Background: an optimization exercise with open tools, aiming at small area and a short achievable clock period. Do not read the settings as production practice. Only simulation tests tie the RTL to the original design; equivalence was not proved. Power and IR drop assume default switching activity.

== 03-22 ==
Design tag_wb_buffer, start of the top module:
module tag_wb_buffer #(
    parameter int AW    = 32,
    parameter int DW    = 128,
    parameter int DEPTH = 4
) (
    input  logic                     clk,
    input  logic                     rst,
    input  logic                     wb_valid,
    output logic                     wb_ready,
    input  logic [AW-1:0]            wb_addr,
    input  logic [DW-1:0]            wb_data,
    output logic                     mem_valid,
    input  logic                     mem_ready,
    output logic [AW-1:0]            mem_addr,
    output logic [DW-1:0]            mem_data,
    input  logic                     lk_valid,
    input  logic [AW-1:0]            lk_addr,
    output logic                     lk_rsp,
    output logic                     lk_hit,
    output logic [DW-1:0]            lk_data,
    output logic [$clog2(DEPTH):0]   count
);
Size in the first run: about 2300 cells after synthesis, ~700 flip-flops, about 490 I/O pins, about 31000 um^2 of cells after synthesis.
==> module tag_wb_buffer, before the edit <==
module tag_wb_buffer #(
    parameter int AW    = 32,
    parameter int DW    = 128,
    parameter int DEPTH = 4
) (
    input  logic                     clk,
    input  logic                     rst,
    input  logic                     wb_valid,
    output logic                     wb_ready,
    input  logic [AW-1:0]            wb_addr,
    input  logic [DW-1:0]            wb_data,
    output logic                     mem_valid,
    input  logic                     mem_ready,
    output logic [AW-1:0]            mem_addr,
    output logic [DW-1:0]            mem_data,
    input  logic                     lk_valid,
    input  logic [AW-1:0]            lk_addr,
    output logic                     lk_rsp,
    output logic                     lk_hit,
    output logic [DW-1:0]            lk_data,
    output logic [$clog2(DEPTH):0]   count
);
    localparam int CW = $clog2(DEPTH) + 1;
    localparam logic [CW-1:0] FULL = CW'(DEPTH);
    logic [AW-1:0]    addr_q [DEPTH];
    logic [DW-1:0]    data_q [DEPTH];
    logic [DEPTH-1:0] v;                
    logic [DEPTH-1:0] q [DEPTH];        
    localparam int GB  = 32;            
    localparam int NMA = AW / GB;
    localparam int NMD = DW / GB;
    localparam int NLD = DW / GB;
    logic [DEPTH-1:0] ma_sel [NMA];     
    logic [DEPTH-1:0] md_sel [NMD];     
    logic [DEPTH-1:0] lk_sel [NLD];     
    logic [DEPTH-1:0] sel_d;
    logic [DEPTH-1:0] ws;               
    logic [DEPTH-1:0] co_m, lk_m;
    logic             wb_acc, retire, co_hit, alloc, wb_lk;
    logic             lk_nh;
    logic [DEPTH-1:0] q1 [DEPTH+1];
    logic [DEPTH-1:0] q2 [DEPTH];
    logic [DEPTH-1:0] v_n, sel_n;
    logic [AW-1:0]    ma;
    logic [DW-1:0]    md, ld;
    always_comb begin
        wb_ready  = (count != FULL);
        mem_valid = (count != '0);
        wb_acc    = wb_valid && wb_ready;
        retire    = mem_valid && mem_ready;
        ws = '0;
        for (int j = DEPTH - 1; j >= 0; j--) begin
            if (!v[j]) begin
                ws    = '0;
                ws[j] = 1'b1;
            end
        end
        for (int j = 0; j < DEPTH; j++) begin
            co_m[j] = v[j] && !q[0][j] && (addr_q[j] == wb_addr);
            lk_m[j] = v[j] && (addr_q[j] == lk_addr);
        end
        co_hit = wb_acc && (co_m != '0);
        alloc  = wb_acc && !co_hit;
        wb_lk  = wb_acc && (wb_addr == lk_addr);
        lk_nh  = (lk_m & ~q[0]) != '0;
        for (int k = 0; k < DEPTH; k++) begin
            q1[k] = (wb_acc && (q[k] & co_m) != '0) ? ws : q[k];
            if (count == CW'(k)) q1[k] = ws;
        end
        q1[DEPTH] = ws;
        for (int k = 0; k < DEPTH; k++) q2[k] = retire ? q1[k+1] : q1[k];
        v_n = v;
        if (co_hit) v_n = v_n & ~co_m;
        if (retire) v_n = v_n & ~q[0];
        if (wb_acc) v_n = v_n | ws;
        if (wb_lk) sel_n = ws;
        else       sel_n = lk_m & (lk_nh ? ~q[0] : q[0]);
        if (!lk_valid) sel_n = '0;
        sel_d = rst ? '0 : sel_n;
        ma = '0;
        md = '0;
        ld = '0;
        for (int j = 0; j < DEPTH; j++) begin
            for (int b = 0; b < AW; b++) ma[b] = ma[b] | (addr_q[j][b] & ma_sel[b / GB][j]);
            for (int b = 0; b < DW; b++) begin
                md[b] = md[b] | (data_q[j][b] & md_sel[b / GB][j]);
                ld[b] = ld[b] | (data_q[j][b] & lk_sel[b / GB][j]);
            end
        end
        mem_addr = ma;
        mem_data = md;
        lk_data  = ld;
    end
    always_ff @(posedge clk) begin
        if (rst) begin
            v      <= '0;
            count  <= '0;
            lk_rsp <= 1'b0;
            lk_hit <= 1'b0;
        end else begin
            v <= v_n;
            case ({alloc, retire})
                2'b10:   count <= count + 1'b1;
                2'b01:   count <= count - 1'b1;
                default: count <= count;
            endcase
            lk_rsp <= lk_valid;
            lk_hit <= lk_valid && (wb_lk || lk_m != '0);
        end
    end
    always_ff @(posedge clk) begin
        for (int k = 0; k < DEPTH; k++) q[k] <= q2[k];
    end
    for (genvar g = 0; g < NMA; g++) begin : g_ma
        tag_wb_buffer_sel #(.W(DEPTH)) u_sel (.clk(clk), .d(q2[0]), .q(ma_sel[g]));
    end
    for (genvar g = 0; g < NMD; g++) begin : g_md
        tag_wb_buffer_sel #(.W(DEPTH)) u_sel (.clk(clk), .d(q2[0]), .q(md_sel[g]));
    end
    for (genvar g = 0; g < NLD; g++) begin : g_lk
        tag_wb_buffer_sel #(.W(DEPTH)) u_sel (.clk(clk), .d(sel_d), .q(lk_sel[g]));
    end
    always_ff @(posedge clk) begin
        for (int j = 0; j < DEPTH; j++) begin
            if (ws[j]) begin
                addr_q[j] <= wb_addr;
                data_q[j] <= wb_data;
            end
        end
    end
endmodule
export LEC_CHECK = 0
export CAP_MARGIN = 20
export CORE_MARGIN = 2
export CORE_UTILIZATION = 60
export CTS_CLUSTER_DIAMETER = 60
export CTS_CLUSTER_SIZE = 20
export SETUP_SLACK_MARGIN = 2.8
export SLEW_MARGIN = 20
export SYNTH_HIERARCHICAL = 1
export SYNTH_MINIMUM_KEEP_SIZE = 0
create_clock -name core_clock -period 5.5 [get_ports {clk}]
standard.sh (not shown) runs the stock make flow with config.mk's settings and CLKGATE_MAP_FILE= SYNTH_SCRIPT=/design/flow/synth_recipe.tcl, a recipe that flattens the netlist after the stock synthesis.
==> flow/flow/run.sh <==
#!/bin/bash
# Standard ORFS layout, except that the port buffers are buf_1 cells rather than the
# resizer's default pick (clkdlybuf4s50_1), which is larger and slower.
set -euo pipefail
bash standard.sh "BUFFER_PORTS_ARGS=-buffer_cell sky130_fd_sc_hd__buf_1" finish > make.log 2>&1
Changes in 02-17 relative to 03-22:
diff --git a/flow/design.v b/flow/design.v
--- a/flow/design.v
+++ b/flow/design.v
@@ -24,25 +24,29 @@
     localparam logic [CW-1:0] FULL = CW'(DEPTH);
     logic [AW-1:0]    addr_q [DEPTH];
     logic [DW-1:0]    data_q [DEPTH];
     logic [DEPTH-1:0] v;                
     logic [DEPTH-1:0] q [DEPTH];        
-    localparam int GB  = 32;            
+    localparam int GB  = 16;            
     localparam int NMA = AW / GB;
     localparam int NMD = DW / GB;
     localparam int NLD = DW / GB;
     logic [DEPTH-1:0] ma_sel [NMA];     
     logic [DEPTH-1:0] md_sel [NMD];     
     logic [DEPTH-1:0] lk_sel [NLD];     
     logic [DEPTH-1:0] sel_d;
     logic [DEPTH-1:0] ws;               
     logic [DEPTH-1:0] co_m, lk_m;
     logic             wb_acc, retire, co_hit, alloc, wb_lk;
-    logic             lk_nh;
+    logic             hdup;             
+    logic             hdup_n;
+    logic [DEPTH-1:0] wb_eq, lk_eq;     
+    logic             wl_eq;            
     logic [DEPTH-1:0] q1 [DEPTH+1];
     logic [DEPTH-1:0] q2 [DEPTH];
     logic [DEPTH-1:0] v_n, sel_n;
+    logic [CW-1:0]    cnt_ap, cnt_co;
     logic [AW-1:0]    ma;
     logic [DW-1:0]    md, ld;
     always_comb begin
         wb_ready  = (count != FULL);
         mem_valid = (count != '0);
@@ -54,29 +58,30 @@
                 ws    = '0;
                 ws[j] = 1'b1;
             end
         end
         for (int j = 0; j < DEPTH; j++) begin
-            co_m[j] = v[j] && !q[0][j] && (addr_q[j] == wb_addr);
-            lk_m[j] = v[j] && (addr_q[j] == lk_addr);
+            co_m[j] = v[j] && !q[0][j] && wb_eq[j];
+            lk_m[j] = v[j] && lk_eq[j];
         end
         co_hit = wb_acc && (co_m != '0);
         alloc  = wb_acc && !co_hit;
-        wb_lk  = wb_acc && (wb_addr == lk_addr);
-        lk_nh  = (lk_m & ~q[0]) != '0;
-        for (int k = 0; k < DEPTH; k++) begin
-            q1[k] = (wb_acc && (q[k] & co_m) != '0) ? ws : q[k];
-            if (count == CW'(k)) q1[k] = ws;
-        end
+        cnt_co = retire ? count - 1'b1 : count;
+        cnt_ap = (wb_acc && !retire) ? count + 1'b1 : (!wb_acc && retire) ? count - 1'b1 : count;
+        wb_lk  = wb_acc && wl_eq;
+        hdup_n = !retire && (hdup || (alloc && (wb_eq & v & q[0]) != '0));
+        q1[0] = (count == '0) ? ws : q[0];
+        for (int k = 1; k < DEPTH; k++)
+            q1[k] = (count == CW'(k) || (wb_acc && (q[k] & wb_eq) != '0)) ? ws : q[k];
         q1[DEPTH] = ws;
         for (int k = 0; k < DEPTH; k++) q2[k] = retire ? q1[k+1] : q1[k];
         v_n = v;
         if (co_hit) v_n = v_n & ~co_m;
         if (retire) v_n = v_n & ~q[0];
         if (wb_acc) v_n = v_n | ws;
         if (wb_lk) sel_n = ws;
-        else       sel_n = lk_m & (lk_nh ? ~q[0] : q[0]);
+        else       sel_n = lk_m & (hdup ? ~q[0] : {DEPTH{1'b1}});
         if (!lk_valid) sel_n = '0;
         sel_d = rst ? '0 : sel_n;
         ma = '0;
         md = '0;
         ld = '0;
@@ -92,27 +97,30 @@
         lk_data  = ld;
     end
     always_ff @(posedge clk) begin
         if (rst) begin
             v      <= '0;
+            hdup   <= 1'b0;
             count  <= '0;
             lk_rsp <= 1'b0;
             lk_hit <= 1'b0;
         end else begin
             v <= v_n;
-            case ({alloc, retire})
-                2'b10:   count <= count + 1'b1;
-                2'b01:   count <= count - 1'b1;
-                default: count <= count;
-            endcase
+            hdup <= hdup_n;
+            count <= co_hit ? cnt_co : cnt_ap;
             lk_rsp <= lk_valid;
             lk_hit <= lk_valid && (wb_lk || lk_m != '0);
         end
     end
     always_ff @(posedge clk) begin
         for (int k = 0; k < DEPTH; k++) q[k] <= q2[k];
     end
+    for (genvar j = 0; j < DEPTH; j++) begin : g_cmp
+        tag_wb_buffer_eq #(.W(AW)) u_wb (.a(addr_q[j]), .b(wb_addr), .eq(wb_eq[j]));
+        tag_wb_buffer_eq #(.W(AW)) u_lk (.a(addr_q[j]), .b(lk_addr), .eq(lk_eq[j]));
+    end
+    tag_wb_buffer_eq #(.W(AW)) u_wl (.a(wb_addr), .b(lk_addr), .eq(wl_eq));
     for (genvar g = 0; g < NMA; g++) begin : g_ma
         tag_wb_buffer_sel #(.W(DEPTH)) u_sel (.clk(clk), .d(q2[0]), .q(ma_sel[g]));
     end
     for (genvar g = 0; g < NMD; g++) begin : g_md
         tag_wb_buffer_sel #(.W(DEPTH)) u_sel (.clk(clk), .d(q2[0]), .q(md_sel[g]));
@@ -136,5 +144,14 @@
     input  logic [W-1:0] d,
     output logic [W-1:0] q
 );
     always_ff @(posedge clk) q <= d;
 endmodule
+module tag_wb_buffer_eq #(
+    parameter int W = 32
+) (
+    input  logic [W-1:0] a,
+    input  logic [W-1:0] b,
+    output logic         eq
+);
+    assign eq = (a == b);
+endmodule
==> comparison <==
Summary of 02-17 over 03-22: arrival time at the worst endpoint now sits lower; layout filler cell count now sits higher; number of cells in the finished layout apart from fillers now sits lower; fraction of area in non-clock buffers now sits lower; area of all placed cells without fillers now sits lower. 03-22 vs 02-17, worst-path cell with the longest stage delay: sky130_fd_sc_hd__xor2_1 vs sky130_fd_sc_hd__nor4_2. Max sequential share of layout area across 02-17 and 03-22: 02-17. Status: clock transition at the register clock pins on the worst setup and hold paths after CTS parity (03-22, 02-17). 02-17 against 03-22: global routing met1 resource utilization decreased 10 points, synthesized cell count went up, instance count after placement with tap cells included higher, sequential area share after synthesis went up by 1.3 points. Compared to 03-22, the routing of 02-17 uses less wire. Looking at power share of the clock group, 02-17 sits 1.0 points above 03-22. Xor/xnor share of the synthesized area of 03-22 is on par with 02-17. End point of the critical path: q[1][0] -> 03-22, q[1][2] -> 02-17.


## rev 12
The RTL this note starts from:
==> flow/design.v <==
module tag_wb_buffer #(
    parameter int AW    = 32,
    parameter int DW    = 128,
    parameter int DEPTH = 4
) (
    input  logic                     clk,
    input  logic                     rst,
    input  logic                     wb_valid,
    output logic                     wb_ready,
    input  logic [AW-1:0]            wb_addr,
    input  logic [DW-1:0]            wb_data,
    output logic                     mem_valid,
    input  logic                     mem_ready,
    output logic [AW-1:0]            mem_addr,
    output logic [DW-1:0]            mem_data,
    input  logic                     lk_valid,
    input  logic [AW-1:0]            lk_addr,
    output logic                     lk_rsp,
    output logic                     lk_hit,
    output logic [DW-1:0]            lk_data,
    output logic [$clog2(DEPTH):0]   count
);
    localparam int CW = $clog2(DEPTH) + 1;
    localparam logic [CW-1:0] FULL = CW'(DEPTH);
    logic [AW-1:0]    addr_q [DEPTH];
    logic [DW-1:0]    data_q [DEPTH];
    logic [DEPTH-1:0] v;                
    logic [DEPTH-1:0] q [DEPTH];        
    logic [DEPTH-1:0] lk_sel;           
    logic [DEPTH-1:0] ws;               
    logic [DEPTH-1:0] co_m, lk_m;
    logic             wb_acc, retire, co_hit, alloc, wb_lk;
    logic             lk_nh;
    logic [DEPTH-1:0] q1 [DEPTH+1];
    logic [DEPTH-1:0] q2 [DEPTH];
    logic [DEPTH-1:0] v_n, sel_n;
    logic [AW-1:0]    ma;
    logic [DW-1:0]    md, ld;
    always_comb begin
        wb_ready  = (count != FULL);
        mem_valid = (count != '0);
        wb_acc    = wb_valid && wb_ready;
        retire    = mem_valid && mem_ready;
        ws = '0;
        for (int j = DEPTH - 1; j >= 0; j--) begin
            if (!v[j]) begin
                ws    = '0;
                ws[j] = 1'b1;
            end
        end
        for (int j = 0; j < DEPTH; j++) begin
            co_m[j] = v[j] && !q[0][j] && (addr_q[j] == wb_addr);
            lk_m[j] = v[j] && (addr_q[j] == lk_addr);
        end
        co_hit = wb_acc && (co_m != '0);
        alloc  = wb_acc && !co_hit;
        wb_lk  = wb_acc && (wb_addr == lk_addr);
        lk_nh  = (lk_m & ~q[0]) != '0;
        for (int k = 0; k < DEPTH; k++) begin
            q1[k] = (wb_acc && (q[k] & co_m) != '0) ? ws : q[k];
            if (count == CW'(k)) q1[k] = ws;
        end
        q1[DEPTH] = ws;
        for (int k = 0; k < DEPTH; k++) q2[k] = retire ? q1[k+1] : q1[k];
        v_n = v;
        if (co_hit) v_n = v_n & ~co_m;
        if (retire) v_n = v_n & ~q[0];
        if (wb_acc) v_n = v_n | ws;
        if (wb_lk) sel_n = ws;
        else       sel_n = lk_m & (lk_nh ? ~q[0] : q[0]);
        if (!lk_valid) sel_n = '0;
        ma = '0;
        md = '0;
        ld = '0;
        for (int j = 0; j < DEPTH; j++) begin
            ma = ma | (addr_q[j] & {AW{q[0][j]}});
            md = md | (data_q[j] & {DW{q[0][j]}});
            ld = ld | (data_q[j] & {DW{lk_sel[j]}});
        end
        mem_addr = ma;
        mem_data = md;
        lk_data  = ld;
    end
    always_ff @(posedge clk) begin
        if (rst) begin
            v      <= '0;
            count  <= '0;
            lk_rsp <= 1'b0;
            lk_hit <= 1'b0;
            lk_sel <= '0;
        end else begin
            v <= v_n;
            case ({alloc, retire})
                2'b10:   count <= count + 1'b1;
                2'b01:   count <= count - 1'b1;
                default: count <= count;
            endcase
            lk_rsp <= lk_valid;
            lk_hit <= lk_valid && (wb_lk || lk_m != '0);
            lk_sel <= sel_n;
        end
    end
    always_ff @(posedge clk) begin
        for (int k = 0; k < DEPTH; k++) q[k] <= q2[k];
    end
    always_ff @(posedge clk) begin
        for (int j = 0; j < DEPTH; j++) begin
            if (ws[j]) begin
                addr_q[j] <= wb_addr;
                data_q[j] <= wb_data;
            end
        end
    end
endmodule
clock: 5.5 ns
lec_check: 0
cap_margin: 20
core_margin: 2
core_utilization: 60
cts_cluster_diameter: 80
cts_cluster_size: 30
setup_slack_margin: 2.5
slew_margin: 20
Scripts as last shown in full above: flow/flow/run.sh
--- input diff rev 12..rev 13 ---
-- flow/design.v --
<<< rev 12, line 58
        lk_nh  = (lk_m & ~q[0]) != '0;
        for (int k = 0; k < DEPTH; k++) begin
            q1[k] = (wb_acc && (q[k] & co_m) != '0) ? ws : q[k];
            if (count == CW'(k)) q1[k] = ws;
        end
        q1[DEPTH] = ws;
>>> rev 13, line 58
        lk_nh  = (lk_m & ~q[0]) != '0;
        for (int k = 0; k < DEPTH; k++) begin
            q1[k] = (co_hit && (q[k] & co_m) != '0) ? ws : q[k];
            if (alloc && count == CW'(k)) q1[k] = ws;
        end
        q1[DEPTH] = ws;
==> run notes <==
Delta (rev 13 minus rev 12): mapped cell area fell by about 1%, clock period minus worst slack saw a decrease. Between rev 12 and rev 13, the share of layout cells above drive strength 1 is lower for rev 12. Delta(total power draw, rev 13 - rev 12) > 0. Share of synthesized cell area in full adder, half adder and majority cells of rev 12 is on par with rev 13. Rev 13 vs rev 12 on power per cell area: rev 13 is the higher one. Starting utilization of the core area delta for rev 13 relative to rev 12: 0.24 points lower. Delta(wire length, rev 13 - rev 12) > 0.

==> port drivers added, routing unchanged <==
The flow's constraints put no driver on any port. The routed layouts listed below were extracted and timed again, unchanged, in two steps.
Step 1, drivers: a clkbuf_16 drives clk and a buf_2 each remaining input, both assumed.
Step 2 moves the port delays by t, midway between the first and last clock arrival at a register: inputs arrive t later, outputs are due t later. That takes back most of the time a late clock gives input paths.
Three values: no drivers, after step 1, after step 2; two values: the first two.
run	t (ns)	setup slack, ns	latest minus earliest clock arrival (ns)
03-22	0.667	2.425 / 2.465 / 1.798	0.031 / 0.031
02-17	0.665	2.761 / 2.714 / 2.101	0.031 / 0.031
rev 12	0.720	2.382 / 2.315 / 1.838	0.035 / 0.035
rev 13	0.651	2.394 / 2.327 / 1.771	0.037 / 0.037
After both steps every run listed still meets setup and hold. For 02-17, which loses most, drivers alone change the setup slack by -0.047 ns; drivers and shift together by -0.660 ns.
